From an optimization exercise on the open Yosys and OpenROAD flow, aimed at small area, a short achievable clock period and few clock cycles per item; shortcuts taken in it are not production practice. Function was checked by simulation only, so behaviour that the tests miss may differ from the original. Power and IR drop assume default switching activity.

`design.v`:
```
`timescale 1ns/1ps
package offload_pkg;
    localparam int xlen = 32;
    localparam int hart_num = 2;
    localparam int reg_addr_w = 5;
    typedef logic [xlen-1:0] xlen_t;
    typedef logic [$clog2(hart_num)-1:0] hart_id_t;
    typedef logic [reg_addr_w-1:0] reg_addr_t;
    localparam logic [6:0] opcode_op = 7'b0110011;
    localparam logic [6:0] funct7_muldiv = 7'b0000001;
    localparam logic [6:0] opcode_custom1 = 7'b0101011;
    typedef logic [2:0] muldiv_op_e;
    localparam logic [2:0] mul    = 3'd0;
    localparam logic [2:0] mulh   = 3'd1;
    localparam logic [2:0] mulhsu = 3'd2;
    localparam logic [2:0] mulhu  = 3'd3;
    localparam logic [2:0] div    = 3'd4;
    localparam logic [2:0] divu   = 3'd5;
    localparam logic [2:0] rem    = 3'd6;
    localparam logic [2:0] remu   = 3'd7;
    typedef logic [2:0] accel_op_e;
    localparam logic [2:0] popc  = 3'd0;
    localparam logic [2:0] clz   = 3'd1;
    localparam logic [2:0] brev  = 3'd2;
    localparam logic [2:0] bswap = 3'd3;
    localparam logic [2:0] min   = 3'd4;
    localparam logic [2:0] max   = 3'd5;
    localparam logic [2:0] minu  = 3'd6;
    localparam logic [2:0] maxu  = 3'd7;
endpackage
`timescale 1ns/1ps
module op_dispatch (
    input  logic                             clk,
    input  logic                             rst_n,
    input  logic                             issue,
    input  offload_pkg::hart_id_t            issue_hart,
    input  logic [31:0]                      issue_inst,
    input  offload_pkg::xlen_t               rs1_val,
    input  offload_pkg::xlen_t               rs2_val,
    input  logic                             wb_we,
    input  offload_pkg::hart_id_t            wb_hart,
    output logic                             muldiv_req_start,
    output logic [2:0]                       muldiv_req_op,
    output offload_pkg::xlen_t               muldiv_req_a,
    output offload_pkg::xlen_t               muldiv_req_b,
    output offload_pkg::hart_id_t            muldiv_req_hart,
    output offload_pkg::reg_addr_t           muldiv_req_rd,
    output logic                             accel_req_start,
    output logic [2:0]                       accel_req_op,
    output offload_pkg::xlen_t               accel_req_a,
    output offload_pkg::xlen_t               accel_req_b,
    output offload_pkg::hart_id_t            accel_req_hart,
    output offload_pkg::reg_addr_t           accel_req_rd,
    input  logic                             muldiv_rsp_busy,
    input  logic                             accel_rsp_busy,
    output logic [offload_pkg::hart_num-1:0] hart_blocked
);
    logic [6:0] opcode;
    logic [6:0] funct7;
    logic [2:0] funct3;
    offload_pkg::reg_addr_t  rd;
    logic       is_muldiv;
    logic       is_accel;
    offload_pkg::muldiv_op_e md_op;
    offload_pkg::accel_op_e  ac_op;
    logic       muldiv_free;
    logic       accel_free;
    logic       hart_free;
    logic       muldiv_accept;
    logic       accel_accept;
    assign opcode = issue_inst[6:0];
    assign rd     = issue_inst[11:7];
    assign funct3 = issue_inst[14:12];
    assign funct7 = issue_inst[31:25];
    assign is_muldiv = (opcode == offload_pkg::opcode_op) && (funct7 == offload_pkg::funct7_muldiv);
    assign is_accel  = (opcode == offload_pkg::opcode_custom1);
    assign md_op     = offload_pkg::muldiv_op_e'(funct3);
    assign ac_op     = offload_pkg::accel_op_e'(funct3);
    assign muldiv_free = !muldiv_rsp_busy && !muldiv_req_start;
    assign accel_free  = !accel_rsp_busy && !accel_req_start;
    assign hart_free   = !hart_blocked[issue_hart];
    assign muldiv_accept = issue && is_muldiv && hart_free && muldiv_free;
    assign accel_accept  = issue && is_accel && hart_free && accel_free;
    always_ff @(posedge clk) begin
        if (!rst_n) begin
            muldiv_req_start <= 1'b0;
            accel_req_start  <= 1'b0;
            hart_blocked     <= '0;
        end else begin
            muldiv_req_start <= muldiv_accept;
            accel_req_start  <= accel_accept;
            if (wb_we) begin
                hart_blocked[wb_hart] <= 1'b0;
            end
            if (muldiv_accept || accel_accept) begin
                hart_blocked[issue_hart] <= 1'b1;
            end
        end
    end
    always_ff @(posedge clk) begin
        if (muldiv_accept) begin
            muldiv_req_op   <= md_op;
            muldiv_req_a    <= rs1_val;
            muldiv_req_b    <= rs2_val;
            muldiv_req_hart <= issue_hart;
            muldiv_req_rd   <= rd;
        end
        if (accel_accept) begin
            accel_req_op   <= ac_op;
            accel_req_a    <= rs1_val;
            accel_req_b    <= rs2_val;
            accel_req_hart <= issue_hart;
            accel_req_rd   <= rd;
        end
    end
endmodule
`timescale 1ns/1ps
module muldiv_unit (
    input  logic     clk,
    input  logic     rst_n,
    input  logic                   req_start,
    input  logic [2:0]             req_op,
    input  offload_pkg::xlen_t     req_a,
    input  offload_pkg::xlen_t     req_b,
    input  offload_pkg::hart_id_t  req_hart,
    input  offload_pkg::reg_addr_t req_rd,
    output logic                   rsp_busy,
    output logic                   rsp_done,
    output offload_pkg::xlen_t     rsp_result,
    output offload_pkg::hart_id_t  rsp_hart,
    output offload_pkg::reg_addr_t rsp_rd
);
    localparam int cnt_w = $clog2(offload_pkg::xlen);
    offload_pkg::muldiv_op_e          op_in;
    logic                a_signed;
    logic                b_signed;
    logic                a_neg;
    logic                b_neg;
    logic                in_div;
    offload_pkg::xlen_t               a_abs;
    offload_pkg::xlen_t               b_abs;
    offload_pkg::muldiv_op_e          op_q;
    logic                neg_q;
    logic                neg_r_q;
    offload_pkg::xlen_t               opb;
    logic [2*offload_pkg::xlen-1:0]   acc;
    logic [2*offload_pkg::xlen-1:0]   acc_next;
    logic [offload_pkg::xlen:0]       mul_sum;
    logic [offload_pkg::xlen+1:0]     div_diff;
    logic [cnt_w-1:0]    step_cnt;
    logic                last_step;
    logic [2*offload_pkg::xlen-1:0]   prod_fix;
    offload_pkg::xlen_t               quo_fix;
    offload_pkg::xlen_t               rem_fix;
    offload_pkg::xlen_t               result_next;
    assign op_in    = offload_pkg::muldiv_op_e'(req_op);
    assign a_signed = ((op_in == offload_pkg::mulh) || (op_in == offload_pkg::mulhsu) || (op_in == offload_pkg::div) || (op_in == offload_pkg::rem));
    assign b_signed = ((op_in == offload_pkg::mulh) || (op_in == offload_pkg::div) || (op_in == offload_pkg::rem));
    assign in_div   = ((op_in == offload_pkg::div) || (op_in == offload_pkg::divu) || (op_in == offload_pkg::rem) || (op_in == offload_pkg::remu));
    assign a_neg    = a_signed && req_a[offload_pkg::xlen-1];
    assign b_neg    = b_signed && req_b[offload_pkg::xlen-1];
    assign a_abs    = a_neg ? -req_a : req_a;
    assign b_abs    = b_neg ? -req_b : req_b;
    always_comb begin
        mul_sum  = {1'b0, acc[2*offload_pkg::xlen-1:offload_pkg::xlen]} + (acc[0] ? {1'b0, opb} : '0);
        div_diff = {1'b0, acc[2*offload_pkg::xlen-1:offload_pkg::xlen-1]} - {2'b00, opb};
        if (((op_q == offload_pkg::div) || (op_q == offload_pkg::divu) || (op_q == offload_pkg::rem) || (op_q == offload_pkg::remu))) begin
            if (!div_diff[offload_pkg::xlen+1]) begin
                acc_next = {div_diff[offload_pkg::xlen-1:0], acc[offload_pkg::xlen-2:0], 1'b1};
            end else begin
                acc_next = {acc[2*offload_pkg::xlen-2:0], 1'b0};
            end
        end else begin
            acc_next = {mul_sum, acc[offload_pkg::xlen-1:1]};
        end
    end
    assign prod_fix = neg_q ? -acc_next : acc_next;
    assign quo_fix  = neg_q ? -acc_next[offload_pkg::xlen-1:0] : acc_next[offload_pkg::xlen-1:0];
    assign rem_fix  = neg_r_q ? -acc_next[2*offload_pkg::xlen-1:offload_pkg::xlen] : acc_next[2*offload_pkg::xlen-1:offload_pkg::xlen];
    always_comb begin
        case (op_q)
            offload_pkg::mul:                 result_next = acc_next[offload_pkg::xlen-1:0];
            offload_pkg::mulh, offload_pkg::mulhsu, offload_pkg::mulhu: result_next = prod_fix[2*offload_pkg::xlen-1:offload_pkg::xlen];
            offload_pkg::div, offload_pkg::divu:           result_next = quo_fix;
            default:             result_next = rem_fix;
        endcase
    end
    assign last_step = (step_cnt == cnt_w'(offload_pkg::xlen - 1));
    always_ff @(posedge clk) begin
        if (!rst_n) begin
            rsp_busy <= 1'b0;
            rsp_done <= 1'b0;
            step_cnt <= '0;
        end else begin
            rsp_done <= 1'b0;
            if (req_start) begin
                rsp_busy <= 1'b1;
                step_cnt <= '0;
            end else if (rsp_busy) begin
                step_cnt <= step_cnt + 1'b1;
                if (last_step) begin
                    rsp_busy <= 1'b0;
                    rsp_done <= 1'b1;
                end
            end
        end
    end
    always_ff @(posedge clk) begin
        if (req_start) begin
            op_q     <= op_in;
            neg_q    <= (a_neg ^ b_neg) && !(in_div && (req_b == '0));
            neg_r_q  <= a_neg;
            acc      <= {{offload_pkg::xlen{1'b0}}, (in_div ? a_abs : b_abs)};
            opb      <= in_div ? b_abs : a_abs;
            rsp_hart <= req_hart;
            rsp_rd   <= req_rd;
        end else if (rsp_busy) begin
            acc <= acc_next;
            if (last_step) begin
                rsp_result <= result_next;
            end
        end
    end
endmodule
`timescale 1ns/1ps
module accel_unit #(
    parameter int accel_latency = 4
) (
    input  logic     clk,
    input  logic     rst_n,
    input  logic                   req_start,
    input  logic [2:0]             req_op,
    input  offload_pkg::xlen_t     req_a,
    input  offload_pkg::xlen_t     req_b,
    input  offload_pkg::hart_id_t  req_hart,
    input  offload_pkg::reg_addr_t req_rd,
    output logic                   rsp_busy,
    output logic                   rsp_done,
    output offload_pkg::xlen_t     rsp_result,
    output offload_pkg::hart_id_t  rsp_hart,
    output offload_pkg::reg_addr_t rsp_rd
);
    localparam int cnt_w = $clog2(accel_latency + 1);
    offload_pkg::accel_op_e        op_in;
    offload_pkg::xlen_t            result_in;
    logic [cnt_w-1:0] cnt;
    logic             seen_one;
    assign op_in = offload_pkg::accel_op_e'(req_op);
    always_comb begin
        result_in = '0;
        seen_one  = 1'b0;
        case (op_in)
            offload_pkg::popc: begin
                for (int i = 0; i < offload_pkg::xlen; i++) begin
                    result_in = result_in + offload_pkg::xlen_t'(req_a[i]);
                end
            end
            offload_pkg::clz: begin
                for (int i = offload_pkg::xlen - 1; i >= 0; i--) begin
                    seen_one = seen_one | req_a[i];
                    result_in = result_in + offload_pkg::xlen_t'(!seen_one);
                end
            end
            offload_pkg::brev: begin
                for (int i = 0; i < offload_pkg::xlen; i++) begin
                    result_in[i] = req_a[offload_pkg::xlen-1-i];
                end
            end
            offload_pkg::bswap:   result_in = {req_a[7:0], req_a[15:8], req_a[23:16], req_a[31:24]};
            offload_pkg::min:     result_in = ($signed(req_a) < $signed(req_b)) ? req_a : req_b;
            offload_pkg::max:     result_in = ($signed(req_a) < $signed(req_b)) ? req_b : req_a;
            offload_pkg::minu:    result_in = (req_a < req_b) ? req_a : req_b;
            default: result_in = (req_a < req_b) ? req_b : req_a;
        endcase
    end
    always_ff @(posedge clk) begin
        if (!rst_n) begin
            rsp_busy <= 1'b0;
            rsp_done <= 1'b0;
            cnt      <= '0;
        end else begin
            rsp_done <= 1'b0;
            if (req_start) begin
                rsp_busy <= 1'b1;
                cnt      <= cnt_w'(accel_latency - 1);
            end else if (rsp_busy) begin
                cnt <= cnt - 1'b1;
                if (cnt == cnt_w'(1)) begin
                    rsp_busy <= 1'b0;
                    rsp_done <= 1'b1;
                end
            end
        end
    end
    always_ff @(posedge clk) begin
        if (req_start) begin
            rsp_result <= result_in;
            rsp_hart   <= req_hart;
            rsp_rd     <= req_rd;
        end
    end
endmodule
`timescale 1ns/1ps
module wb_arbiter (
    input  logic                   clk,
    input  logic                   rst_n,
    input  logic                   muldiv_rsp_done,
    input  offload_pkg::xlen_t     muldiv_rsp_result,
    input  offload_pkg::hart_id_t  muldiv_rsp_hart,
    input  offload_pkg::reg_addr_t muldiv_rsp_rd,
    input  logic                   accel_rsp_done,
    input  offload_pkg::xlen_t     accel_rsp_result,
    input  offload_pkg::hart_id_t  accel_rsp_hart,
    input  offload_pkg::reg_addr_t accel_rsp_rd,
    output logic                   wb_we,
    output offload_pkg::hart_id_t  wb_hart,
    output offload_pkg::reg_addr_t wb_rd,
    output offload_pkg::xlen_t     wb_data
);
    logic [1:0] cap_done;
    offload_pkg::xlen_t      cap_result [2];
    offload_pkg::hart_id_t   cap_hart [2];
    offload_pkg::reg_addr_t  cap_rd [2];
    logic [1:0] slot_valid;
    offload_pkg::xlen_t      slot_result [2];
    offload_pkg::hart_id_t   slot_hart [2];
    offload_pkg::reg_addr_t  slot_rd [2];
    logic [1:0] slot_fire;
    logic       sel;
    assign cap_done      = {accel_rsp_done, muldiv_rsp_done};
    assign cap_result[0] = muldiv_rsp_result;
    assign cap_result[1] = accel_rsp_result;
    assign cap_hart[0]   = muldiv_rsp_hart;
    assign cap_hart[1]   = accel_rsp_hart;
    assign cap_rd[0]     = muldiv_rsp_rd;
    assign cap_rd[1]     = accel_rsp_rd;
    assign slot_fire[0] = slot_valid[0];
    assign slot_fire[1] = slot_valid[1] && !slot_valid[0];
    assign sel          = slot_valid[0] ? 1'b0 : 1'b1;
    assign wb_we   = |slot_valid;
    assign wb_hart = slot_hart[sel];
    assign wb_rd   = slot_rd[sel];
    assign wb_data = slot_result[sel];
    always_ff @(posedge clk) begin
        if (!rst_n) begin
            slot_valid <= '0;
        end else begin
            for (int i = 0; i < 2; i++) begin
                if (cap_done[i]) begin
                    slot_valid[i] <= 1'b1;
                end else if (slot_fire[i]) begin
                    slot_valid[i] <= 1'b0;
                end
            end
        end
    end
    always_ff @(posedge clk) begin
        for (int i = 0; i < 2; i++) begin
            if (cap_done[i]) begin
                slot_result[i] <= cap_result[i];
                slot_hart[i]   <= cap_hart[i];
                slot_rd[i]     <= cap_rd[i];
            end
        end
    end
endmodule
`timescale 1ns/1ps
module offload_top #(
    parameter int accel_latency = 4
) (
    input  logic                             clk,
    input  logic                             rst_n,
    input  logic                             issue,
    input  offload_pkg::hart_id_t            issue_hart,
    input  logic [31:0]                      issue_inst,
    input  offload_pkg::xlen_t               rs1_val,
    input  offload_pkg::xlen_t               rs2_val,
    output logic [offload_pkg::hart_num-1:0] hart_blocked,
    output logic                             muldiv_busy,
    output logic                             accel_busy,
    output logic                             wb_we,
    output offload_pkg::hart_id_t            wb_hart,
    output offload_pkg::reg_addr_t           wb_rd,
    output offload_pkg::xlen_t               wb_data
);
    logic      muldiv_req_start;
    logic [2:0] muldiv_req_op;
    offload_pkg::xlen_t     muldiv_req_a;
    offload_pkg::xlen_t     muldiv_req_b;
    offload_pkg::hart_id_t  muldiv_req_hart;
    offload_pkg::reg_addr_t muldiv_req_rd;
    logic      accel_req_start;
    logic [2:0] accel_req_op;
    offload_pkg::xlen_t     accel_req_a;
    offload_pkg::xlen_t     accel_req_b;
    offload_pkg::hart_id_t  accel_req_hart;
    offload_pkg::reg_addr_t accel_req_rd;
    logic      muldiv_rsp_busy;
    logic      muldiv_rsp_done;
    offload_pkg::xlen_t     muldiv_rsp_result;
    offload_pkg::hart_id_t  muldiv_rsp_hart;
    offload_pkg::reg_addr_t muldiv_rsp_rd;
    logic      accel_rsp_busy;
    logic      accel_rsp_done;
    offload_pkg::xlen_t     accel_rsp_result;
    offload_pkg::hart_id_t  accel_rsp_hart;
    offload_pkg::reg_addr_t accel_rsp_rd;
    assign muldiv_busy = muldiv_rsp_busy;
    assign accel_busy  = accel_rsp_busy;
    op_dispatch u_dispatch (
        .clk(clk),
        .rst_n(rst_n),
        .issue(issue),
        .issue_hart(issue_hart),
        .issue_inst(issue_inst),
        .rs1_val(rs1_val),
        .rs2_val(rs2_val),
        .wb_we(wb_we),
        .wb_hart(wb_hart),
        .muldiv_req_start(muldiv_req_start),
        .muldiv_req_op(muldiv_req_op),
        .muldiv_req_a(muldiv_req_a),
        .muldiv_req_b(muldiv_req_b),
        .muldiv_req_hart(muldiv_req_hart),
        .muldiv_req_rd(muldiv_req_rd),
        .accel_req_start(accel_req_start),
        .accel_req_op(accel_req_op),
        .accel_req_a(accel_req_a),
        .accel_req_b(accel_req_b),
        .accel_req_hart(accel_req_hart),
        .accel_req_rd(accel_req_rd),
        .muldiv_rsp_busy(muldiv_rsp_busy),
        .accel_rsp_busy(accel_rsp_busy),
        .hart_blocked(hart_blocked)
    );
    muldiv_unit u_muldiv (
        .clk(clk),
        .rst_n(rst_n),
        .req_start(muldiv_req_start),
        .req_op(muldiv_req_op),
        .req_a(muldiv_req_a),
        .req_b(muldiv_req_b),
        .req_hart(muldiv_req_hart),
        .req_rd(muldiv_req_rd),
        .rsp_busy(muldiv_rsp_busy),
        .rsp_done(muldiv_rsp_done),
        .rsp_result(muldiv_rsp_result),
        .rsp_hart(muldiv_rsp_hart),
        .rsp_rd(muldiv_rsp_rd)
    );
    accel_unit #(
        .accel_latency(accel_latency)
    ) u_accel (
        .clk(clk),
        .rst_n(rst_n),
        .req_start(accel_req_start),
        .req_op(accel_req_op),
        .req_a(accel_req_a),
        .req_b(accel_req_b),
        .req_hart(accel_req_hart),
        .req_rd(accel_req_rd),
        .rsp_busy(accel_rsp_busy),
        .rsp_done(accel_rsp_done),
        .rsp_result(accel_rsp_result),
        .rsp_hart(accel_rsp_hart),
        .rsp_rd(accel_rsp_rd)
    );
    wb_arbiter u_arbiter (
        .clk(clk),
        .rst_n(rst_n),
        .muldiv_rsp_done(muldiv_rsp_done),
        .muldiv_rsp_result(muldiv_rsp_result),
        .muldiv_rsp_hart(muldiv_rsp_hart),
        .muldiv_rsp_rd(muldiv_rsp_rd),
        .accel_rsp_done(accel_rsp_done),
        .accel_rsp_result(accel_rsp_result),
        .accel_rsp_hart(accel_rsp_hart),
        .accel_rsp_rd(accel_rsp_rd),
        .wb_we(wb_we),
        .wb_hart(wb_hart),
        .wb_rd(wb_rd),
        .wb_data(wb_data)
    );
endmodule
```
`config.mk`:
```
export PLATFORM = sky130hd
export DESIGN_NAME = offload_top
export DESIGN_NICKNAME = offload_top
export VERILOG_FILES = /design/flow/design.v
export SDC_FILE = /design/flow/constraint.sdc
export NUM_CORES = 4
export LEC_CHECK = 0
export CAP_MARGIN = 20
export CORE_MARGIN = 2
export CORE_UTILIZATION = 40
export SLEW_MARGIN = 20
```
`run.sh`:
```
#!/bin/bash
# synth_recipe.tcl (not shown) runs the flow's synth.tcl, then flattens the netlist and writes it again
# the make line also repeats each setting of config.mk as NAME=value (left out here)
make -C /OpenROAD-flow-scripts/flow DESIGN_CONFIG=/design/flow/config.mk WORK_HOME=/design/flow/orfs CLKGATE_MAP_FILE= SYNTH_SCRIPT=/design/flow/synth_recipe.tcl finish
```
`constraint.sdc`:
```
create_clock -name core_clock -period 12.0 [get_ports {clk}]
set_input_delay 2.4000 -clock core_clock [delete_from_list [all_inputs] [get_ports {clk}]]
set_output_delay 2.4000 -clock core_clock [all_outputs]
set_load 0.01 [all_outputs]
```
==> results.toml <==
[run]
cap_viol_max_count = 0

[global_routing]
grt.overflow.total = 0
grt_antenna_before_repair = 4
grt_pass1_vias = 22100
track_usage_pct = 26.8
grt_max_degree = 89
grt_pass1_wl_microns = 144000

[setup_path]
crit_required_ns = 12.35
crit_top_cell = "fa_1"
cp_max_fo = 10
path_buf_inv = 2
startpoint = "u_dispatch.accel_req_a[30]$_DFFE_PP_"
cp_data_arrival_time_ns = 10.35
crit_slowest_cell = "nor4_1"
critPathTopFamily = "simple AND/OR/NAND/NOR gates"
end_kind = "flip-flop"
cp-start-kind = "flip-flop"
critical_path_class = "reg2reg"
r2r-start = "u_dispatch.accel_req_a[30]$_DFFE_PP_"
slowest_delay_ns = 0.66

[final_layout]
final_cell_mix = "edfxtp_1, nor2_1, nand2_1"
final_cells = 3899
layout_commonest_cell = "edfxtp_1"
nNetsFinal = 3200
final_area_sq_um = 31600
finish.utilization_pct = 46.0
fill_cells = 6461
area_delta_synth_final_pct = 13.3
drive_gt1_share_pct = 8.29

[synthesis]
async_flop_share_pct = 0
yosysUniqueCellTypes = 98
netlist_instances = 2847
synth_mux_area_share_pct = 6.31
ys_ff_latch = 417
synth-edff-count = 367
yosysSeqAreaShare_pct = 43.1
synthSimpleGateAreaFrac_pct = 14.4
ys.flop_type = "edfxtp_1"
yosysWarnings = 10
synth_fa_ha_area_share_pct = 8.85
netlist_area_sq_um = 27900
synth.net_count = 3115
synthXorXnorAreaFrac_pct = 5.43
synth_compound_area_share_pct = 17.4
avgSynthCellArea_sq_um = 9.80
synth_top_family_by_area = "compound AO/OA/AOI/OAI gates"

[detailed_routing]
antenna_left = 0
drtIter0Drc = 2931
drt_pass1_iterations = 6
wirelength_microns = 96900
vias = 23200
drc = 0
wl_per_cell_microns = 24.9
vias_per_cell = 5.95

[clocking]
numCtsBuffers = 46
h-tree-depth = 2
post_cts_resized = 0
clk_latency_ns = 0.59
cts_root_buf = "clkbuf_16"
cts-hold-fix-buffers = 0
clkTransAtPathRegs_ns = 0.07
post-cts-setup-buffers = 0
clk_path_buf_depth = 3
cts_sinks = 417
cts_tree = "built"

[sta]
rsz0062_at_grt = "false"
fin_crit_sh_pct = 83.4
min_period_ns = 10.01
max_freq_mhz = 99.9
fin_skew_ns = 0.0300
finalHoldViolCount = 0
tightest_slew_ns = 1.11
slew_headroom_pct = 24.7
fin_tns_setup_ns = 0
finalSetupViolCount = 0
slew_violations = 0

[power]
p_per_area_nw_per_um2 = 109
peakVddDrop_mv = 0.0956
leakagePower_nw = 11.7

[floorplan]
ioPinCount = 143
core-area_sq_um = 68800
die_w_microns = 268
die-area_sq_um = 71900
initial_core_util_pct = 40.6
rows = 96
die-height_microns = 268

[placement]
dp_cells = 3813
io_buffers = 132
gp_congestion = 0.974
dp_hpwl_microns = 73600
dpl_cell_area_sq_um = 30200

[worst_hold_path]
min-delay-start = "u_accel.rsp_result[11]$_DFFE_PP_"
hold_class = "reg2reg"

[outcome]
status = "no timing/DRC/antenna violations"
==> logic make-up after synthesis <==
logic type      after synthesis
fa+ha+maj                   168
simple gates                849
buf+inv                     322
xor+xnor                    173
flops                       417
compound gates              750
mux                         168
==> stage by stage <==
stage / total power, mW / hold slack (ns) / setup slack, ns
after detailed placement: 2.09 / 0.405 / 1.99
after global routing: 3.55 / 0.422 / 1.11
after global placement: 2.09 / 0.401 / 2.15
after floorplan: 1.93 / 0.400 / 1.29
final: 3.43 / 0.416 / 1.99
after CTS: 3.45 / 0.416 / 1.97
==> worst register-to-register path, delay by kind of cell, from the launching register on <==
kind,cells,cell delay [ns]
XOR/XNOR,1,0.08
buffers and inverters,2,0.13
flip-flops,1,0.57
AND/OR/NAND/NOR,17,4.98
adder cells (fa/ha/maj),8,3.38
AO/OA/AOI/OAI,4,0.62
==> state kept, by name, indices dropped and copies added, names as in the netlist, 5 cells and up <==
register                  cells
u_dispatch.muldiv_req_b      32
u_arbiter.slot_result        64
u_arbiter.slot_rd            10
u_dispatch.muldiv_req_rd      5
u_accel.rsp_result           32
u_muldiv.acc                 64
u_muldiv.opb                 32
u_dispatch.muldiv_req_a      32
u_dispatch.accel_req_a       32
u_muldiv.rsp_rd               5
u_muldiv.rsp_result          32
u_muldiv.step_cnt             5
u_dispatch.accel_req_b       32
u_dispatch.accel_req_rd       5
u_accel.rsp_rd                5
==> synthesized netlist by cell type (13+ instances only) <==
master	n	area share (%)
nand3_1	44	0.79
inv_1	185	2.5
and2_1	13	0.29
nor3b_1	19	0.51
a221oi_1	15	0.47
buf_2	14	0.25
or2_2	15	0.34
nor2_1	298	4.0
a31oi_1	36	0.81
o211ai_1	30	0.81
a21o_1	39	1.0
a211oi_1	32	0.86
o21a_1	27	0.73
nor3_1	62	1.1
buf_1	22	0.30
o21ai_0	159	2.9
mux2i_1	105	3.8
nand4_1	27	0.61
or3_1	20	0.45
ha_1	119	5.3
o31ai_1	34	0.91
clkbuf_1	95	1.3
fa_1	49	3.5
edfxtp_1	367	39
nor2b_1	24	0.54
a21oi_1	222	4.0
o41ai_1	16	0.50
nand2_1	223	3.0
nand2b_1	22	0.49
mux2_2	63	2.5
xnor2_1	96	3.0
nand3b_1	13	0.35
o22ai_1	14	0.31
xor2_1	77	2.4
nor4_1	20	0.45
dfxtp_1	50	3.6
==> power breakdown <==
group / switching (mW) / internal (mW) / total [mW]
sequential: 0.0212 / 1.58 / 1.60
clock: 0.615 / 0.742 / 1.36
combinational: 0.289 / 0.186 / 0.475
total: 0.925 / 2.51 / 3.43
==> layer usage <==
layer  up-vias  share of wire (%)  GRT usage, %
met2       956                 45          41.9
met1     11400                 44          38.2
met4         6                3.8          9.72
li1      10600                  -             -
met5         -              0.036             0
met3       168                6.8          3.24
==> worst paths after layout <==
path / end / slack (ns) / depth (start not counted)
worst min register to register: u_arbiter.slot_result[1][11]$_DFFE_PP_ / 0.42 / 0
worst min-delay path: u_arbiter.slot_result[1][11]$_DFFE_PP_ / 0.42 / 0
worst max-delay path: u_accel.rsp_result[4]$_DFFE_PP_ / 1.99 / 32
worst max register to register: u_accel.rsp_result[4]$_DFFE_PP_ / 1.99 / 32
==> final cells by class <==
| type | instances | area [sq um] | share of cell area, % |
|---|---|---|---|
| antenna | 1 | 2.50 | 0.00791 |
| clock buffer | 53 | 1190 | 3.75 |
| clock inverter | 30 | 239 | 0.756 |
| inverter | 185 | 694 | 2.20 |
| multi-input combinational | 2108 | 14700 | 46.4 |
| sequential | 417 | 12000 | 38.0 |
| tap | 931 | 1160 | 3.68 |
| timing repair buffer | 174 | 1640 | 5.20 |
Testbench counts, summed over its fixed seeds: cycles 42,881, items 2,560.

-- afterwards: timing with drivers on the ports --
How much do the figures lean on ideal ports? The routed layout below was timed once more, with nothing changed but the port constraints.
Step 1 assumes that a clkbuf_16 drives the clock port and a buf_2 every other input.
Step 2 also shifts input and output timing later by t, the mid clock arrival at the registers, as if the neighbouring blocks saw the same clock.
a / b / c = ideal / step 1 / step 2; a / b = the first two.
shift t [ns]: 0.641
setup slack, ns: 1.991 / 1.991 / 1.991
slew at the worst register clock pin (ns): 0.07 / 0.07
After both steps setup and hold are still met in this run. For this run, drivers alone change the setup slack by 0.000 ns; drivers and shift together by 0.000 ns.
